What follows belongs to an exercise in optimizing a design on an open flow for a short achievable clock period and few clock cycles per item; a production flow would make more cautious choices. No run shown here included a check of the RTL's function; only the layout flow was run. In every run shown here, the design's own scripts or RTL, not TritonCTS, make the clock network. No driver is modelled on the clock port, so clock power and skew are understated where the tree is cut down; a real chip needs a root buffer or a tree. Power figures rest on the tool's default switching activity, not on a simulated workload.

==> design.v <==
package lrupr_pkg;
  localparam int FRAMES    = 8;
  localparam int PAGE_BITS = 16;
endpackage
module lru_page_replacement_unit (
  input  logic        clk,
  input  logic        rst_n,
  input  logic        cfg_valid,
  output logic        cfg_ready,
  input  logic [3:0]  cfg_data,
  input  logic        in_tvalid,
  output logic        in_tready,
  input  logic [15:0] in_tdata,    
  input  logic        in_tuser,    
  output logic        out_tvalid,
  input  logic        out_tready,
  output logic [55:0] out_tdata    
);
  localparam int F    = 8;
  localparam int EW   = 22;         
  localparam int FD   = 4;          
  localparam int CAP  = FD + 1;     
  logic [F-1:0] act_r;
  assign cfg_ready = 1'b1;
  always_ff @(posedge clk) begin
    if (!rst_n) begin
      act_r <= '1;
    end else if (cfg_valid) begin
      for (int k = 0; k < F; k++) begin
        act_r[k] <= (k == 0) || (cfg_data > 4'(k));
      end
    end
  end
  logic [15:0]  page_r [F];
  logic [F-1:0] valid_r;
  logic [F-1:0] newer_r [F];    
  logic [F-1:0] wsel_r;
  logic [15:0]  wpg_r;
  logic        in_tready_o;    
  logic        in_nrdy;        
  logic        in_x;
  logic        p0_v;
  logic        p0_nr;
  logic [15:0] p0_pg;
  assign in_tready = in_tready_o;
  assign in_x      = in_tvalid && !in_nrdy;
  always_ff @(posedge clk) begin
    p0_pg <= in_tdata;
    p0_nr <= in_tuser;
    if (!rst_n) p0_v <= 1'b0;
    else        p0_v <= in_x;
  end
  logic         p1_v;
  logic         p1_nr;
  logic [15:0]  p1_pg;
  logic [F-1:0] m_r;       
  logic [F-1:0] pre;       
  logic         eq;        
  logic         eqw;       
  logic [F-1:0] selg;      
  logic [F-1:0] vnx;       
  always_comb begin
    eq  = (p1_pg == p0_pg);
    eqw = (wpg_r == p0_pg);
    for (int k = 0; k < F; k++) begin
      pre[k] = wsel_r[k] ? eqw : (page_r[k] == p0_pg);
    end
  end
  always_ff @(posedge clk) begin
    p1_nr <= p0_nr;
    p1_pg <= p0_pg;
    for (int k = 0; k < F; k++) begin
      m_r[k] <= act_r[k] && p0_v && !p0_nr && (selg[k] ? eq : (vnx[k] && pre[k]));
    end
    if (!rst_n) p1_v <= 1'b0;
    else        p1_v <= p0_v;
  end
  logic [F-1:0] e_r;
  logic [F-1:0] esel_r;    
  logic         empty_r;   
  logic [F-1:0] e_full, esel_full, e2, esel2, e_nr, esel_nr;
  logic         fill;
  logic [F-1:0] old_r [F];
  logic [F-1:0] vsel, ms, msg, m_bef, m_aft;
  logic         hit, empty, nrv;
  logic [F-1:0] nw_n [F];  
  always_comb begin
    hit   = |m_r;
    empty = empty_r;
    nrv   = p1_v && p1_nr;
    for (int k = 0; k < F; k++) begin
      m_bef[k] = 1'b0;
      m_aft[k] = 1'b0;
      for (int j = 0; j < F; j++) begin
        if (j < k && m_r[j]) m_bef[k] = 1'b1;
        if (j > k && m_r[j]) m_aft[k] = 1'b1;
      end
    end
    for (int k = 0; k < F; k++) begin
      vsel[k] = act_r[k];
      for (int j = 0; j < F; j++) begin
        if (j != k && !old_r[j][k]) vsel[k] = 1'b0;
      end
    end
    for (int k = 0; k < F; k++) begin
      ms[k]  = empty ? esel_r[k] : vsel[k];
      msg[k] = ms[k] && p1_v && !p1_nr;
      selg[k] = !m_bef[k] && (m_r[k] || (!m_aft[k] && msg[k]));
    end
    selg[0] = selg[0] || nrv;
    if (nrv) vnx = F'(1);
    else     vnx = valid_r | selg;
    for (int k = 0; k < F; k++) begin
      for (int j = 0; j < F; j++) begin
        if (k < j)      nw_n[k][j] = selg[k] || (!selg[j] && newer_r[k][j]);
        else if (k > j) nw_n[k][j] = !selg[j] && (selg[k] || !newer_r[j][k]);
        else            nw_n[k][j] = 1'b0;
      end
    end
  end
  always_comb begin
    e_full = act_r & ~valid_r;
    e2     = e_r & ~esel_r;
    e_nr   = act_r & ~F'(1);
    for (int k = 0; k < F; k++) begin
      esel_full[k] = e_full[k];
      esel2[k]     = e2[k];
      esel_nr[k]   = e_nr[k];
      for (int j = 0; j < k; j++) begin
        if (e_full[j]) esel_full[k] = 1'b0;
        if (e2[j])     esel2[k]     = 1'b0;
        if (e_nr[j])   esel_nr[k]   = 1'b0;
      end
    end
    fill = !hit && empty_r;
  end
  always_ff @(posedge clk) begin
    if (!rst_n) begin
      valid_r <= '0;
      e_r     <= '1;
      esel_r  <= F'(1);
      empty_r <= 1'b1;
    end else begin
      valid_r <= vnx;
      if (!p1_v) begin
        e_r     <= e_full;
        esel_r  <= esel_full;
        empty_r <= |e_full;
      end else if (p1_nr) begin
        e_r     <= e_nr;
        esel_r  <= esel_nr;
        empty_r <= |e_nr;
      end else if (fill) begin
        e_r     <= e2;
        esel_r  <= esel2;
        empty_r <= |e2;
      end
    end
    for (int k = 0; k < F; k++) begin
      for (int j = 0; j < F; j++) begin
        if (k < j)  newer_r[k][j] <= nw_n[k][j];
        if (j != k) old_r[j][k]   <= !act_r[j] || nw_n[j][k];
      end
    end
  end
  always_ff @(posedge clk) begin
    wpg_r <= p1_pg;
    if (!rst_n) wsel_r <= '0;
    else        wsel_r <= selg;
    for (int k = 0; k < F; k++) begin
      if (wsel_r[k]) page_r[k] <= wpg_r;
    end
  end
  logic         p2_v;
  logic         p2_nr;
  logic         p2_hit;
  logic         p2_ev;
  logic [F-1:0] p2_slot;
  logic [15:0]  p2_evpg;
  logic [15:0]  evpg;
  logic [2:0]   slot_enc;
  logic [EW-1:0] p2_d;
  always_comb begin
    evpg = '0;
    for (int k = 0; k < F; k++) begin
      if (vsel[k]) evpg = evpg | (wsel_r[k] ? wpg_r : page_r[k]);
    end
  end
  always_ff @(posedge clk) begin
    p2_nr   <= p1_nr;
    p2_hit  <= hit;
    p2_ev   <= !hit && !empty && !p1_nr;
    p2_slot <= selg;
    p2_evpg <= evpg;
    if (!rst_n) p2_v <= 1'b0;
    else        p2_v <= p1_v;
  end
  always_comb begin
    slot_enc = '0;
    for (int k = 0; k < F; k++) begin
      if (p2_slot[k]) slot_enc = slot_enc | 3'(k);
    end
    p2_d = {p2_nr, (p2_ev ? p2_evpg : 16'd0), p2_ev, slot_enc, p2_hit};
  end
  logic [EW-1:0] fifo [FD];
  logic [FD-1:0] occ;
  logic [FD-1:0] wpos;
  logic          out_v_o;      
  logic          out_nv;       
  logic [20:0]   out_d;        
  logic [20:0]   out_d_c;      
  logic [31:0]   fault_o;      
  logic [31:0]   fault_c;      
  logic [7:0]    flo;          
  logic [23:0]   fhi;          
  logic [23:0]   fhip;         
  logic          lo_all1, finc;
  logic [31:0]   fault_inc;
  logic [31:0]   fault_nx;
  logic [EW-1:0] head;
  logic          head_v;
  logic          load, pop, upd, out_x;
  logic [2:0]    cnt;
  logic [2:0]    cnt_inc, cnt_dec;
  logic          rdy_inc;
  assign load   = out_nv || out_tready;
  assign pop    = load && occ[0];
  assign head   = occ[0] ? fifo[0] : p2_d;
  assign head_v = occ[0] || p2_v;
  assign upd    = load && head_v;
  assign out_x  = !out_nv && out_tready;
  always_comb begin
    for (int i = 0; i < FD; i++) begin
      wpos[i] = !occ[i] && ((i == 0) || occ[i-1]);
    end
    fault_c   = {fhi, flo};
    lo_all1   = &flo;
    finc      = !head[0] && !(lo_all1 && (&fhi));
    fault_inc = {(lo_all1 ? fhip : fhi), flo + 8'd1};
    if (head[EW-1]) fault_nx = 32'd1;
    else if (finc)  fault_nx = fault_inc;
    else            fault_nx = fault_c;
    cnt_inc = cnt + 3'd1;
    cnt_dec = cnt - 3'd1;
    rdy_inc = (cnt_inc < 3'(CAP));
  end
  always_ff @(posedge clk) begin
    for (int i = 0; i < FD; i++) begin
      if (pop) begin
        fifo[i] <= (i + 1 < FD && occ[(i + 1) % FD]) ? fifo[(i + 1) % FD] : p2_d;
      end else if (wpos[i]) begin
        fifo[i] <= p2_d;
      end
    end
    if (load) out_d_c <= head[20:0];
    out_d <= load ? (head_v ? head[20:0] : 21'd0) : out_d_c;
    if (!rst_n) begin
      occ         <= '0;
      out_v_o     <= 1'b0;
      out_nv      <= 1'b1;
      flo         <= '0;
      fhi         <= '0;
      fhip        <= 24'd1;
      fault_o     <= '0;
      cnt         <= '0;
      in_tready_o <= 1'b1;
      in_nrdy     <= 1'b0;
    end else begin
      for (int i = 0; i < FD; i++) begin
        if (pop) occ[i] <= ((i + 1 < FD) && occ[(i + 1) % FD]) || (p2_v && occ[i]);
        else     occ[i] <= occ[i] || (p2_v && !load && wpos[i]);
      end
      out_v_o <= !load || head_v;
      out_nv  <= load && !head_v;
      if (upd) begin
        flo  <= fault_nx[7:0];
        fhi  <= fault_nx[31:8];
        if (head[EW-1])          fhip <= 24'd1;
        else if (finc && lo_all1) fhip <= fhip + 24'd1;
      end
      fault_o <= upd ? fault_nx : (load ? 32'd0 : fault_c);
      if (in_x && !out_x) begin
        cnt         <= cnt_inc;
        in_tready_o <= rdy_inc;
        in_nrdy     <= !rdy_inc;
      end else if (!in_x && out_x) begin
        cnt         <= cnt_dec;
        in_tready_o <= 1'b1;
        in_nrdy     <= 1'b0;
      end
    end
  end
  assign out_tvalid = out_v_o;
  assign out_tdata  = {3'b000, fault_o, out_d};
endmodule
==> flow/run.sh <==
#!/bin/bash
# The standard layout, with the clock tree built by flow/mcts_hook.tcl before
# the cts step (two buffer levels: root buffers fed by the clk port, then leaf
# buffers next to the flip-flops). All of make's output goes to standard.log;
# each ORFS step also keeps its own log under orfs/logs.
set -euo pipefail
export PRE_CTS_TCL="$PWD/flow/mcts_hook.tcl"
bash standard.sh > standard.log 2>&1
==> flow/mcts.tcl <==
# Clock tree built by hand: the clk port feeds R root buffers (R <= 4); each root
# buffer feeds the leaf buffers of its part of the die; each leaf buffer feeds the
# flip-flops nearest to it. Groups come from k-means on locations.
proc mcts_kmeans {xs ys K} {
  set n [llength $xs]
  set idx [lsort -command [list apply {{xs a b} {expr {[lindex $xs $a] < [lindex $xs $b] ? -1 : 1}}} $xs] [lsearch -all $xs *]]
  set cx {}; set cy {}
  for {set k 0} {$k < $K} {incr k} {
    set i [lindex $idx [expr {int(($k + 0.5) * $n / $K)}]]
    lappend cx [lindex $xs $i]; lappend cy [lindex $ys $i]
  }
  set asg [lrepeat $n 0]
  for {set it 0} {$it < 40} {incr it} {
    set cnt [lrepeat $K 0]
    for {set i 0} {$i < $n} {incr i} {
      set best 0; set bd 1e30
      set x [lindex $xs $i]; set y [lindex $ys $i]
      for {set k 0} {$k < $K} {incr k} {
        set dx [expr {$x - [lindex $cx $k]}]; set dy [expr {$y - [lindex $cy $k]}]
        set d [expr {$dx * $dx + $dy * $dy}]
        if {$d < $bd} { set bd $d; set best $k }
      }
      lset asg $i $best
      lset cnt $best [expr {[lindex $cnt $best] + 1}]
    }
    set sx [lrepeat $K 0.0]; set sy [lrepeat $K 0.0]
    for {set i 0} {$i < $n} {incr i} {
      set k [lindex $asg $i]
      lset sx $k [expr {[lindex $sx $k] + [lindex $xs $i]}]
      lset sy $k [expr {[lindex $sy $k] + [lindex $ys $i]}]
    }
    for {set k 0} {$k < $K} {incr k} {
      if {[lindex $cnt $k] > 0} {
        lset cx $k [expr {[lindex $sx $k] / [lindex $cnt $k]}]
        lset cy $k [expr {[lindex $sy $k] / [lindex $cnt $k]}]
      }
    }
  }
  return [list $asg $cx $cy $cnt]
}

proc mcts_build {R K root_master leaf_master} {
  set block [ord::get_db_block]
  set db [ord::get_db]
  set clknet [$block findNet clk]
  set sinks [$clknet getITerms]
  set n [llength $sinks]
  set xs {}; set ys {}
  foreach it $sinks {
    set bb [[$it getInst] getBBox]
    lappend xs [expr {([$bb xMin] + [$bb xMax]) / 2.0}]
    lappend ys [expr {([$bb yMin] + [$bb yMax]) / 2.0}]
  }
  lassign [mcts_kmeans $xs $ys $K] asg cx cy cnt
  puts "MCTS sinks $n leaves $K sizes $cnt"
  lassign [mcts_kmeans $cx $cy $R] rasg rx ry rcnt
  puts "MCTS roots $R sizes $rcnt"
  set rm [$db findMaster $root_master]
  set lm [$db findMaster $leaf_master]
  set rnets {}
  for {set r 0} {$r < $R} {incr r} {
    set b [odb::dbInst_create $block $rm "mcts_root_$r"]
    $b setLocation [expr {int([lindex $rx $r])}] [expr {int([lindex $ry $r])}]
    $b setPlacementStatus PLACED
    set net [odb::dbNet_create $block "mcts_root_net_$r"]
    $net setSigType CLOCK
    lappend rnets $net
  }
  set lnets {}
  for {set k 0} {$k < $K} {incr k} {
    set b [odb::dbInst_create $block $lm "mcts_leaf_$k"]
    $b setLocation [expr {int([lindex $cx $k])}] [expr {int([lindex $cy $k])}]
    $b setPlacementStatus PLACED
    set net [odb::dbNet_create $block "mcts_leaf_net_$k"]
    $net setSigType CLOCK
    [$b findITerm A] connect [lindex $rnets [lindex $rasg $k]]
    [$b findITerm X] connect $net
    lappend lnets $net
  }
  for {set i 0} {$i < $n} {incr i} {
    set it [lindex $sinks $i]
    $it disconnect
    $it connect [lindex $lnets [lindex $asg $i]]
  }
  for {set r 0} {$r < $R} {incr r} {
    set b [$block findInst "mcts_root_$r"]
    [$b findITerm A] connect $clknet
    [$b findITerm X] connect [lindex $rnets $r]
  }
}
==> flow/mcts_hook.tcl <==
# PRE_CTS_TCL hook: build the clock tree by hand (see mcts.tcl) in place of
# clock_tree_synthesis; the rest of the cts step (legalisation, timing and
# hold repair) runs as usual on this tree.
source [file join [file dirname [info script]] mcts.tcl]
mcts_build 4 24 sky130_fd_sc_hd__clkbuf_16 sky130_fd_sc_hd__clkbuf_16
set_propagated_clock [all_clocks]
proc clock_tree_synthesis {args} {
  puts "clock_tree_synthesis skipped: the clock tree was built by mcts_hook.tcl"
}
==> standard.sh <==
#!/bin/bash
# synth_recipe.tcl (not shown) runs the flow's synth.tcl, then flattens the netlist and writes it again
# the make line also repeats each setting of config.mk as NAME=value (left out here)
make -C /OpenROAD-flow-scripts/flow DESIGN_CONFIG=/design/flow/config.mk WORK_HOME=/design/flow/orfs CLKGATE_MAP_FILE= SYNTH_SCRIPT=/design/flow/synth_recipe.tcl "${@:-finish}"
==> config.mk <==
export PLATFORM = sky130hd
export DESIGN_NAME = lru_page_replacement_unit
export DESIGN_NICKNAME = lru_page_replacement_unit
export VERILOG_FILES = /design/flow/design.v
export SDC_FILE = /design/flow/constraint.sdc
export NUM_CORES = 4
export LEC_CHECK = 0
export ABC_CLOCK_PERIOD_IN_PS = 1500
export CAP_MARGIN = 20
export CORE_MARGIN = 2
export CORE_UTILIZATION = 40
export SETUP_SLACK_MARGIN = 3.3
export SLEW_MARGIN = 20
==> constraint.sdc <==
create_clock -name core_clock -period 5.0 [get_ports {clk}]
set_input_delay 1.0000 -clock core_clock [delete_from_list [all_inputs] [get_ports {clk}]]
set_output_delay 1.0000 -clock core_clock [all_outputs]
set_load 0.01 [all_outputs]
==> results.sh, run 1 <==
export IMPL_dr_pass1_iters=5
export IMPL_p_leak_nw=11.5
export IMPL_grt_first_pass_wirelength_um=91600
export IMPL_hold_viol_final=0
export IMPL_area_growth_pct=37.3
export IMPL_coreArea_um2=52800
export IMPL_ys_flop_type="dfxtp_1"
export IMPL_drcViolationCount=0
export IMPL_period_share_pct=43.5
export IMPL_synth_seq_cells=560
export IMPL_grt_usage_pct=20.6
export IMPL_p_per_area_nw_per_um2=266
export IMPL_critPathCapture="fhip[16]"
export IMPL_grt_pass1_vias=15900
export IMPL_totalPowerFinal_mw=7.83
export IMPL_start_util_pct=40.6
export IMPL_dp_hpwl_um=36000
export IMPL_critical_path_required_ns=5.30
export IMPL_drv_slew=0
export IMPL_ys_seq_area_share_pct=56.4
export IMPL_rrSetupSlack_ns=2.82
export IMPL_async_reset_ff_share_pct=0
export IMPL_rsz0062_at_grt="true"
export IMPL_path_class="flop to flop"
export IMPL_nets=2370
export IMPL_clock_fmax_mhz=459
export IMPL_yosysMostFrequentCell="dfxtp_1"
export IMPL_crit_start="fhip[1]"
export IMPL_cts_clk_slew_worst_paths_ns=0.12
export IMPL_reg2regPathDepth=5
export IMPL_critPathArrivalTime_ns=2.47
export IMPL_endpoint_kind="flop"
export IMPL_die_h_um=235
export IMPL_critical_path_reg2reg_startpoint="fhip[1]"
export IMPL_fin_worst_skew_ns=0.0821
export IMPL_wl_per_cell_um=22.4
export IMPL_synth_edf_count=87
export IMPL_min_period_ns=2.18
export IMPL_synthDistinctLibCells=69
export IMPL_worstMarginPinSlew_ns=0.952
export IMPL_r2r_end="fhip[16]"
export IMPL_rows=84
export IMPL_setup_viol=0
export IMPL_numPortBuffers=80
export IMPL_finalWirelength_um=67700
export IMPL_synth_area_leaders="dfxtp_1 (44%), edfxtp_1 (12%), mux2_2 (7.0%), xnor2_1 (6.5%), nand2_1 (3.8%)"
export IMPL_yosys_warnings=7
export IMPL_cp_max_fo=8
export IMPL_drive_above_1_share_pct=43.4
export IMPL_holdCritPathClass="flop to flop"
export IMPL_die_area_um2=55400
export IMPL_synthCells=2004
export IMPL_ioPinCount=85
export IMPL_routed_via_density=5.75
export IMPL_synth_area_um2=21400
export IMPL_postCtsHoldBufs=0
export IMPL_gp_congestion=0.883
export IMPL_antenna_found_initial=2
export IMPL_maxSlewHeadroom_pct=36.4
export IMPL_synth_top_area_share_pct=44.2
export IMPL_maxCapViolCount=0
export IMPL_syn_avg_cell_area_um2=10.7
export IMPL_worstSkewPairLatency_ns=0.40
export IMPL_antenna_left=0
export IMPL_irDropWorstVdd_mv=0.194
export IMPL_first_iter_violations=1454
export IMPL_status="complete, no violations"
export IMPL_final_cells=3027
export IMPL_setup_tns_ns=0
export IMPL_dp_cells=2662
export IMPL_yosys_top_cells_count="dfxtp_1 (473), nand2_1 (218), xnor2_1 (159), mux2_2 (133), o21ai_0 (100)"
export IMPL_grt_max_degree=65
export IMPL_start_kind="flop"
export IMPL_grt_ovfl_total=0
export IMPL_die_w_um=235
export IMPL_num_vias=17400
export IMPL_synth_area_leader_cell="dfxtp_1"
[registers in the layout, summed over array words and instances (netlist names), 16 cells and up]
register	flops
wpg_r	16
fhi	24
fhip	24
out_d	21
p1_pg	16
newer_r	21
p0_pg	16
fault_o	32
out_d_c	21
page_r	128
old_r	56
p2_evpg	16
fifo	88
[per-layer routing]
layer | up-vias | track usage [%] | share of wire, %
met5 | - | 0 | 0.015
met4 | 2 | 5.69 | 4.7
met3 | 238 | 2.63 | 6.2
met2 | 784 | 35.3 | 49
met1 | 8509 | 27.3 | 41
li1 | 7866 | - | -
[cells by family (layout without fill, tap and decap cells)]
family                     Yosys count  after routing  share of synthesized area (%)
DFF                                560            560                           56.4
and+or+nand+nor                    529            552                           12.1
AOI/OAI and AO/OA                  419            431                           13.4
buffers and inverters              181            477                           3.46
xor gates and xnor gates           165            165                           6.75
muxes                              143            143                           7.54
adders and majority gates            5              5                          0.292
other                                2              6                         0.0351
[how the worst min path moves through the flow]
stage	startpoint	endpoint	slack (ns)	cells after the start
floorplan	p0_pg[15]	p1_pg[15]	0.33	0
global placement	p1_pg[3]	wpg_r[3]	0.35	0
detailed placement	p1_pg[13]	wpg_r[13]	0.36	0
CTS	p1_pg[10]	wpg_r[10]	0.36	0
global route	p1_pg[4]	wpg_r[4]	0.37	0
finish	p1_pg[4]	wpg_r[4]	0.36	0
[per-stage QoR]
step	hold slack (ns)	util [%]	setup slack (ns)	area [um2]
3_3_place_gp	0.353	43.4	1.55	22900
5_1_grt	0.373	55.7	2.80	29400
6_report	0.361	55.8	2.82	29400
4_1_cts	0.363	50.1	2.96	26400
3_5_place_dp	0.355	43.4	1.52	22900
2_1_floorplan	0.326	-	2.78	21900
[critical path, stage by stage, from the launching register on]
cell and delay (ns):
dfxtp_1 0.52, ha_1 0.28, nand4_1 0.25, a211o_4 0.44, or4_4 0.44, a21oi_2 0.15
[layout by cell type (no fill, tap or decap), drive strengths merged, types with 6 or more instances in the layout]
master,Yosys,final
nand4,80,80
nand2,218,227
a22oi,88,88
nor3,21,21
inv,53,50
and2,11,11
xor2,6,6
edfxtp,87,87
nor2,69,75
a21o,19,20
clkdlybuf4s50,0,20
o21a,13,13
nor2b,9,9
dfxtp,473,473
a22o,67,67
or4,9,9
o211ai,10,10
nor4,17,17
buf,38,364
xnor2,159,159
o31ai,12,12
and3,6,12
or3,18,18
mux2,133,133
nand2b,15,15
mux2i,10,10
clkbuf,90,37
a31oi,9,9
o22ai,21,21
o21ai,104,111
a21oi,55,56
nand3,37,39
[repair_timing]
action / in CTS / in global routing
setup buffers: 151 / 132
resized for setup: 641 / 386
cloned: 23 / 29
setup endpoints to repair: 483 / 422
pin swaps: 110 / 182
[final cells by class]
| type | instances | area [um2] |
|---|---|---|
| diodes | 2 | 5.00 |
| multi-input cells | 1300 | 11100 |
| fillers | 4252 | 23300 |
| flip-flops and latches | 560 | 12400 |
| plain buffers | 28 | 701 |
| well taps | 688 | 861 |
| inverters | 53 | 234 |
| repair buffers | 396 | 4170 |
[power breakdown]
part | internal, mW | switching [mW]
Combinational | 0.335 | 0.334
Clock | 1.01 | 1.36
Sequential | 4.67 | 0.123
Total | 6.02 | 1.81
==> run 2, diff against run 1 <==
--- a/design.v
+++ b/design.v
@@ -215,4 +215,7 @@
   logic [23:0]   fhi;          
   logic [23:0]   fhip;         
+  logic [12:0]   fhip_lo;      
+  logic [11:0]   fhi_hi;       
+  logic          fhi_all1;     
   logic          lo_all1, finc;
   logic [31:0]   fault_inc;
@@ -236,5 +239,5 @@
     fault_c   = {fhi, flo};
     lo_all1   = &flo;
-    finc      = !head[0] && !(lo_all1 && (&fhi));
+    finc      = !head[0] && !(lo_all1 && fhi_all1);
     fault_inc = {(lo_all1 ? fhip : fhi), flo + 8'd1};
     if (head[EW-1]) fault_nx = 32'd1;
@@ -253,4 +256,8 @@
       end
     end
+    fhip_lo  <= {1'b0, fhi[11:0]} + 13'd1;
+    fhi_hi   <= fhi[23:12];
+    fhip     <= {fhi_hi + 12'(fhip_lo[12]), fhip_lo[11:0]};
+    fhi_all1 <= &fhi;
     if (load) out_d_c <= head[20:0];
     out_d <= load ? (head_v ? head[20:0] : 21'd0) : out_d_c;
@@ -261,5 +268,4 @@
       flo         <= '0;
       fhi         <= '0;
-      fhip        <= 24'd1;
       fault_o     <= '0;
       cnt         <= '0;
@@ -276,6 +282,4 @@
         flo  <= fault_nx[7:0];
         fhi  <= fault_nx[31:8];
-        if (head[EW-1])          fhip <= 24'd1;
-        else if (finc && lo_all1) fhip <= fhip + 24'd1;
       end
       fault_o <= upd ? fault_nx : (load ? 32'd0 : fault_c);
--- a/flow/mcts.tcl
+++ b/flow/mcts.tcl
@@ -2,5 +2,5 @@
 # buffer feeds the leaf buffers of its part of the die; each leaf buffer feeds the
 # flip-flops nearest to it. Groups come from k-means on locations.
-proc mcts_kmeans {xs ys K} {
+proc mcts_kmeans {xs ys K {cap 0}} {
   set n [llength $xs]
   set idx [lsort -command [list apply {{xs a b} {expr {[lindex $xs $a] < [lindex $xs $b] ? -1 : 1}}} $xs] [lsearch -all $xs *]]
@@ -37,4 +37,25 @@
     }
   }
+  if {$cap > 0} {
+    # final assignment with at most cap sinks per group, nearest pairs first
+    set pairs {}
+    for {set i 0} {$i < $n} {incr i} {
+      set x [lindex $xs $i]; set y [lindex $ys $i]
+      for {set k 0} {$k < $K} {incr k} {
+        set dx [expr {$x - [lindex $cx $k]}]; set dy [expr {$y - [lindex $cy $k]}]
+        lappend pairs [list [expr {$dx * $dx + $dy * $dy}] $i $k]
+      }
+    }
+    set pairs [lsort -real -index 0 $pairs]
+    set done [lrepeat $n 0]
+    set cnt [lrepeat $K 0]
+    foreach pr $pairs {
+      lassign $pr d i k
+      if {[lindex $done $i] || [lindex $cnt $k] >= $cap} { continue }
+      lset done $i 1
+      lset asg $i $k
+      lset cnt $k [expr {[lindex $cnt $k] + 1}]
+    }
+  }
   return [list $asg $cx $cy $cnt]
 }
@@ -52,5 +73,5 @@
     lappend ys [expr {([$bb yMin] + [$bb yMax]) / 2.0}]
   }
-  lassign [mcts_kmeans $xs $ys $K] asg cx cy cnt
+  lassign [mcts_kmeans $xs $ys $K [expr {int(ceil(1.15 * $n / $K))}]] asg cx cy cnt
   puts "MCTS sinks $n leaves $K sizes $cnt"
   lassign [mcts_kmeans $cx $cy $R] rasg rx ry rcnt
--- a/flow/mcts_hook.tcl
+++ b/flow/mcts_hook.tcl
@@ -3,5 +3,5 @@
 # hold repair) runs as usual on this tree.
 source [file join [file dirname [info script]] mcts.tcl]
-mcts_build 4 24 sky130_fd_sc_hd__clkbuf_16 sky130_fd_sc_hd__clkbuf_16
+mcts_build 4 32 sky130_fd_sc_hd__clkbuf_16 sky130_fd_sc_hd__clkbuf_16
 set_propagated_clock [all_clocks]
 proc clock_tree_synthesis {args} {
==> run 2 against run 1 <==
  * Still clean
  * Global-route usage up 0.59 points
  * Sequential share of layout area up 1.9 points
  * Register-to-register slack about the same
  * Area after synthesis grew 1.2%
  * Clock skew is 0.033 ns lower
  * Combinational power down 7.8%
  * Synthesized cell count up 1.2%
==> results.sh, run 2 <==
export IMPL_drive_above_1_share_pct=40.6
export IMPL_coreArea_um2=53700
export IMPL_p_per_area_nw_per_um2=286
export IMPL_start_kind="flop"
export IMPL_largest_register_ffs=128
export IMPL_dr_pass1_iters=5
export IMPL_path_class="flop to flop"
export IMPL_status="complete, no violations"
export IMPL_numPortBuffers=80
export IMPL_intPower_mw=6.48
export IMPL_routed_via_density=5.51
export IMPL_critPathArrivalTime_ns=2.47
export IMPL_synth_seq_cells=586
export IMPL_synth_area_leaders="dfxtp_1 (46%), edfxtp_1 (12%), mux2_2 (6.9%), xnor2_1 (6.9%), nand2_1 (4.7%)"
export IMPL_worstPathCellList="or4_4 > or3_1 > or3_4 > buf_4 > a21o_1 > nand2_1"
export IMPL_synth_area_leader_cell="dfxtp_1"
export IMPL_worst_path_buf_inv=1
export IMPL_grt_pass1_vias=16000
export IMPL_rows=85
export IMPL_grt_usage_pct=21.2
export IMPL_critical_path_top_delay_family="simple AND/OR/NAND/NOR gates"
export IMPL_dp_hpwl_um=35500
export IMPL_worst_path_max_delay_cell="or4_4"
export IMPL_hold_viol_final=0
export IMPL_switching_power_mw=1.88
export IMPL_p_leak_nw=11.5
export IMPL_cts_clk_slew_worst_paths_ns=0.09
export IMPL_fin_worst_skew_ns=0.0493
export IMPL_clock_fmax_mhz=459
export IMPL_p_comb_share_pct=7.4
export IMPL_grt_max_degree=58
export IMPL_gp_congestion=0.904
export IMPL_layout_commonest_cell="dfxtp_1"
export IMPL_irDropWorstVdd_mv=0.175
export IMPL_num_vias=16300
export IMPL_grt_ovfl_total=0
export IMPL_reg_top3="page_r x128, fifo x88, old_r x56"
export IMPL_setup_viol=0
export IMPL_antenna_left=0
export IMPL_antenna_found_initial=0
export IMPL_ys_seq_area_share_pct=58.1
export IMPL_period_share_pct=43.5
export IMPL_area_growth_pct=34.6
export IMPL_endpoint_kind="flop"
export IMPL_setup_tns_ns=0
export IMPL_maxSlewHeadroom_pct=42.8
export IMPL_wl_per_cell_um=21.6
export IMPL_async_reset_ff_share_pct=0
export IMPL_synth_top_area_share_pct=46.1
export IMPL_cp_max_fo=7
export IMPL_die_h_um=237
export IMPL_synthDistinctLibCells=73
export IMPL_worstMarginPinSlew_ns=0.857
export IMPL_drcViolationCount=0
export IMPL_mostFrequentLayoutCells="dfxtp_1 (406), nand2_1 (174), xnor2_1 (152), mux2_2 (132), buf_4 (89)"
export IMPL_regMostFlops="page_r"
export IMPL_maxCapViolCount=0
export IMPL_ys_flop_type="dfxtp_1"
export IMPL_yosysMostFrequentCell="dfxtp_1"
export IMPL_die_w_um=237
export IMPL_pwr_share_seq_pct=60.0
export IMPL_synthCells=2029
export IMPL_swShare_pct=22.5
export IMPL_yosys_top_cells_count="dfxtp_1 (499), nand2_1 (269), xnor2_1 (171), mux2_2 (133), clkbuf_1 (93)"
export IMPL_drv_slew=0
export IMPL_synth_area_um2=21700
export IMPL_worstSkewPairLatency_ns=0.39
export IMPL_critical_path_required_ns=5.29
export IMPL_crit_path_max_incr_delay_ns=0.55
export IMPL_syn_avg_cell_area_um2=10.7
export IMPL_rsz0062_at_grt="true"
export IMPL_finalWirelength_um=63800
export IMPL_synth_edf_count=87
export IMPL_first_iter_violations=1092
export IMPL_grt_first_pass_wirelength_um=93800
export IMPL_start_util_pct=40.4
export IMPL_holdCritPathClass="flop to flop"
export IMPL_p_clk_share_pct=32.6
export IMPL_nets=2297
export IMPL_yosys_warnings=7
export IMPL_min_period_ns=2.18
export IMPL_die_area_um2=56100
export IMPL_setup_ws_ns=2.82
export IMPL_pre_cts_slack_ns=1.19
export IMPL_ioPinCount=85
[run 2: changes by cell type after synthesis, sizes merged, moves of 7 or more]
| cell | delta |
|---|---|
| a22o | -48 |
| xnor2 | +12 |
| or4 | -7 |
| or3 | -11 |
| xor2 | +7 |
| dfxtp | +26 |
| o21ai | -8 |
| nand2 | +51 |
| o211ai | -7 |
| a21oi | +20 |
[run 2: metal layers]
metal | track usage [%] | wire (um) | up-vias
met5 | 0 | 0 | -
met2 | 38.3 | 32000 | 514
met4 | 6.02 | 2650 | 0
li1 | - | - | 7601
met1 | 26.6 | 25900 | 8023
met3 | 2.41 | 3240 | 177
[run 2: final timing paths]
path,slack (ns),to,depth (start not counted),from
max,2.82,old_r[7][5],6,m_r[2]
min reg2reg,0.31,fhip[1],0,fhip_lo[1]
min,0.31,fhip[1],0,fhip_lo[1]
max reg2reg,2.82,old_r[7][5],6,m_r[2]
[run 2: layout make-up]
cell class | count | area (um2)
Timing Repair Buffer | 294 | 3520
Fill cell | 4324 | 24500
Multi-Input combinational cell | 1292 | 10800
Sequential cell | 586 | 12800
Timing Repair inverter | 1 | 16.3
Antenna cell | 1 | 2.50
Inverter | 53 | 235
Tap cell | 696 | 871
Buffer | 36 | 901
[run 2: repair_timing]
item                                    4_1_cts  5_1_grt
pin swaps                                   191      127
endpoints found under the hold margin         0        0
setup buffers                               143       40
resized for setup                           735      278
endpoints found under the setup margin      456      392
hold buffers                                  0        0
cloned                                       42        6
[run 2: stage by stage]
stage	hold WS, ns	cell area [um2]	total power [mW]	utilization, %	instances
6_report	0.308	29200	8.35	54.3	2959
5_1_grt	0.312	29200	8.62	54.3	2958
4_1_cts	0.316	27600	8.36	51.4	2912
3_5_place_dp	0.312	23200	5.57	43.2	2691
3_3_place_gp	0.310	23200	5.56	43.2	2691
2_1_floorplan	0.310	22200	5.41	-	2031
[run 2: worst register-to-register path, stage by stage (launching register included)]
cell and delay [ns]:
dfxtp_4 0.36, or4_4 0.56, or3_1 0.32, or3_4 0.43, buf_4 0.18, a21o_1 0.17
nand2_1 0.07
[run 2: cell families after synthesis]
family,after synthesis,share of synthesized area [%]
other,2,0.0347
muxes,142,7.33
adders and majority gates,7,0.404
buffers and inverters,181,3.41
AOI/OAI and AO/OA,370,11.1
xor gates and xnor gates,184,7.44
DFF,586,58.1
and+or+nand+nor,557,12.1
[run 2: power by group through the flow]
| stage | Clock, mW | Combinational [mW] | Sequential [mW] |
|---|---|---|---|
| 5_1_grt | 2.94 | 0.654 | 5.03 |
| 4_1_cts | 2.77 | 0.575 | 5.01 |
| 3_3_place_gp | 0 | 0.430 | 5.13 |
| 2_1_floorplan | 0 | 0.359 | 5.06 |
| 3_5_place_dp | 0 | 0.433 | 5.14 |
| 6_report | 2.73 | 0.616 | 5.01 |
==> run 3, diff against run 2 <==
--- a/flow/mcts.tcl
+++ b/flow/mcts.tcl
@@ -67,4 +67,8 @@
   set sinks [$clknet getITerms]
   set n [llength $sinks]
+  if {$K <= 0} {
+    # about 17 flip-flops per leaf buffer
+    set K [expr {max(8, int(round($n / 17.0)))}]
+  }
   set xs {}; set ys {}
   foreach it $sinks {
--- a/flow/mcts_hook.tcl
+++ b/flow/mcts_hook.tcl
@@ -3,5 +3,5 @@
 # hold repair) runs as usual on this tree.
 source [file join [file dirname [info script]] mcts.tcl]
-mcts_build 4 32 sky130_fd_sc_hd__clkbuf_16 sky130_fd_sc_hd__clkbuf_16
+mcts_build 4 0 sky130_fd_sc_hd__clkbuf_16 sky130_fd_sc_hd__clkbuf_16
 set_propagated_clock [all_clocks]
 proc clock_tree_synthesis {args} {
--- a/config.mk
+++ b/config.mk
@@ -6,5 +6,5 @@
 export NUM_CORES = 4
 export LEC_CHECK = 0
-export ABC_CLOCK_PERIOD_IN_PS = 1500
+export ABC_CLOCK_PERIOD_IN_PS = 500
 export CAP_MARGIN = 20
 export CORE_MARGIN = 2
==> run 3 against run 2 <==
  * Still clean
  * Hold slack better by 0.016 ns
  * Design area is 2.3% higher
  * First-iteration DRC count is 5.8% higher
  * Flip-flop and latch count stayed put
  * Critical path depth is 1 higher
  * Worst setup slack better by 0.014 ns
  * Via count is 2.1% higher
  * Utilization is 1.2 points higher
  * Sequential power hardly changed
  * Synthesized cell count stayed put
  * Power is 2.1% higher
==> results.sh, run 3 <==
export IMPL_swShare_pct=23.1
export IMPL_synth_edf_count=87
export IMPL_synth_area_um2=21700
export IMPL_pwr_share_seq_pct=58.7
export IMPL_wl_per_cell_um=21.9
export IMPL_p_clk_share_pct=33.6
export IMPL_period_share_pct=43.2
export IMPL_numPortBuffers=80
export IMPL_postPlaceCellArea_um2=23200
export IMPL_ys_seq_area_share_pct=58.1
export IMPL_nets=2340
export IMPL_synth_top_area_share_pct=46.1
export IMPL_maxSlewHeadroom_pct=37.2
export IMPL_num_vias=16700
export IMPL_critPathArrivalTime_ns=2.48
export IMPL_crit_path_max_incr_delay_ns=0.36
export IMPL_synth_seq_cells=586
export IMPL_intPower_mw=6.56
export IMPL_routed_via_density=5.55
export IMPL_grt_ovfl_total=0
export IMPL_ys_flop_type="dfxtp_1"
export IMPL_worst_path_buf_inv=1
export IMPL_critical_path_top_delay_family="simple AND/OR/NAND/NOR gates"
export IMPL_mostFrequentLayoutCells="dfxtp_1 (407), nand2_1 (168), xnor2_1 (154), mux2_2 (132), buf_6 (107)"
export IMPL_start_util_pct=40.4
export IMPL_p_per_area_nw_per_um2=286
export IMPL_grt_max_degree=58
export IMPL_reg_top3="page_r x128, fifo x88, old_r x56"
export IMPL_hold_viol_final=0
export IMPL_totalPowerFinal_mw=8.53
export IMPL_layout_commonest_cell="dfxtp_1"
export IMPL_status="complete, no violations"
export IMPL_grt_usage_pct=21.4
export IMPL_worstPathCellList="buf_4 > xnor2_1 > nand4_1 > nor4_4 > mux2i_4 > nor4b_2 > o21a_1"
export IMPL_worst_path_max_delay_cell="dfxtp_4"
export IMPL_setup_ws_ns=2.84
export IMPL_first_iter_violations=1155
export IMPL_drive_above_1_share_pct=43.6
export IMPL_die_area_um2=56100
export IMPL_endpoint_kind="flop"
export IMPL_synthDistinctLibCells=73
export IMPL_dp_cells=2691
export IMPL_utilization_pct=55.5
export IMPL_critical_path_required_ns=5.31
export IMPL_regMostFlops="page_r"
export IMPL_worstSkewPairLatency_ns=0.41
export IMPL_worstMarginPinSlew_ns=0.941
export IMPL_antenna_found_initial=1
export IMPL_whs_ns=0.323
export IMPL_rows=85
export IMPL_synth_area_leaders="dfxtp_1 (46%), edfxtp_1 (12%), mux2_2 (6.9%), xnor2_1 (6.9%), nand2_1 (4.7%)"
export IMPL_dp_hpwl_um=35500
export IMPL_async_reset_ff_share_pct=0
export IMPL_ioPinCount=85
export IMPL_setup_viol=0
export IMPL_coreArea_um2=53700
export IMPL_design_area_um2=29800
export IMPL_area_growth_pct=37.6
export IMPL_cp_max_fo=8
export IMPL_switching_power_mw=1.97
export IMPL_grt_pass1_vias=16200
export IMPL_die_w_um=237
export IMPL_largest_register_ffs=128
export IMPL_fin_worst_skew_ns=0.0706
export IMPL_rsz0062_at_grt="true"
export IMPL_grt_first_pass_wirelength_um=95200
export IMPL_yosys_top_cells_count="dfxtp_1 (499), nand2_1 (269), xnor2_1 (171), mux2_2 (133), clkbuf_1 (93)"
export IMPL_antenna_left=0
export IMPL_num_antenna_cells=0
export IMPL_maxCapViolCount=0
export IMPL_drcViolationCount=0
export IMPL_gp_congestion=0.904
export IMPL_dr_pass1_iters=7
export IMPL_cts_clk_slew_worst_paths_ns=0.09
export IMPL_synthCells=2029
export IMPL_clock_fmax_mhz=462
export IMPL_synth_area_leader_cell="dfxtp_1"
export IMPL_p_comb_share_pct=7.7
export IMPL_start_kind="flop"
export IMPL_finalWirelength_um=65800
export IMPL_syn_avg_cell_area_um2=10.7
export IMPL_holdCritPathClass="flop to flop"
export IMPL_pre_cts_slack_ns=1.19
export IMPL_setup_tns_ns=0
export IMPL_min_period_ns=2.16
export IMPL_final_cells=3001
export IMPL_die_h_um=237
export IMPL_postCtsHoldBufs=0
export IMPL_yosys_warnings=7
export IMPL_p_leak_nw=11.8
export IMPL_path_class="flop to flop"
export IMPL_irDropWorstVdd_mv=0.234
export IMPL_yosysMostFrequentCell="dfxtp_1"
export IMPL_drv_slew=0
## run 3: cell types whose count changed in the layout (fill, tap and decap cells not counted), sizes merged
cell      change
buf          +35
clkinvlp      +1
clkinv        +1
nand2b        +1
or3           +1
clkbuf        +3
diode         -1
o21ai         +1
## run 3: final cells by class
| type | count | area [um2] |
|---|---|---|
| sequential | 586 | 12800 |
| timing repair inverter | 3 | 38.8 |
| tap | 696 | 871 |
| timing repair buffer | 330 | 3820 |
| buffer | 38 | 951 |
| multi-input combinational | 1295 | 11100 |
| fill | 4275 | 23900 |
| inverter | 53 | 250 |
## run 3: per-layer routing
layer  GRT usage, %  vias to the layer above  share of wire, %
li1               -                     7696                 -
met4           6.83                        0               4.1
met1           26.9                     8201                40
met5              0                        -                 0
met3           2.62                      176               5.5
met2           38.3                      581                50
## run 3: kinds of logic (layout without fill, tap and decap cells)
logic type	Yosys count	count (layout)	synth area share, %
flip-flops	586	586	58.1
AND/OR/NAND/NOR	557	575	12.1
AO/OA/AOI/OAI	370	383	11.1
XOR/XNOR	184	184	7.44
buffers and inverters	181	424	3.41
multiplexers	142	142	7.33
adder cells (fa/ha/maj)	7	7	0.404
other	2	4	0.0347
## run 3: path summary, 6_finish.rpt
| kind | start | endpoint | slack, ns | depth (start not counted) |
|---|---|---|---|---|
| setup / recovery | p0_pg[13] | m_r[5] | 2.84 | 7 |
| hold / removal | fhip_lo[6] | fhip[6] | 0.32 | 0 |
| setup reg to reg | p0_pg[13] | m_r[5] | 2.84 | 7 |
| hold reg to reg | fhip_lo[6] | fhip[6] | 0.32 | 0 |
## run 3: power groups by stage
| stage | Combinational, mW | Sequential [mW] | Clock [mW] |
|---|---|---|---|
| 2_1_floorplan | 0.359 | 5.06 | 0 |
| 3_3_place_gp | 0.430 | 5.13 | 0 |
| 3_5_place_dp | 0.433 | 5.14 | 0 |
| 4_1_cts | 0.559 | 5.01 | 2.91 |
| 5_1_grt | 0.691 | 5.02 | 3.06 |
| 6_report | 0.653 | 5.01 | 2.87 |
## run 3: repair_timing
action | CTS | global route
pin swaps | 192 | 167
gates resized for setup | 731 | 367
gates cloned | 47 | 6
endpoints found under the setup margin | 457 | 433
buffers inserted | 135 | 84
hold endpoints to repair | 0 | 0

## port drivers added, routing unchanged
The flow's constraints put no driver on any port. The routed layouts listed below were extracted and timed again, unchanged, in two steps. Step 1, drivers: a clkbuf_16 drives clk and a buf_2 each remaining input, both assumed. Step 2 also shifts input and output timing later by t, the mid clock arrival at the registers, as if the neighbouring blocks saw the same clock. Three values: no drivers, after step 1, after step 2; two values: the first two.
run	shift t [ns]	slack for setup (ns)	worst setup path at the end	latest minus earliest clock arrival (ns)
run 1	0.486	2.823 / 2.823 / 2.501	input to register	0.086 / 0.085
run 2	0.484	2.823 / 2.823 / 2.565	input to register	0.055 / 0.055
run 3	0.503	2.838 / 2.838 / 2.545	input to register	0.076 / 0.077
After both steps setup and hold are still met in every run listed. The setup slack of run 1, which loses most, moves by 0.000 ns with the drivers and by -0.322 ns with both steps.
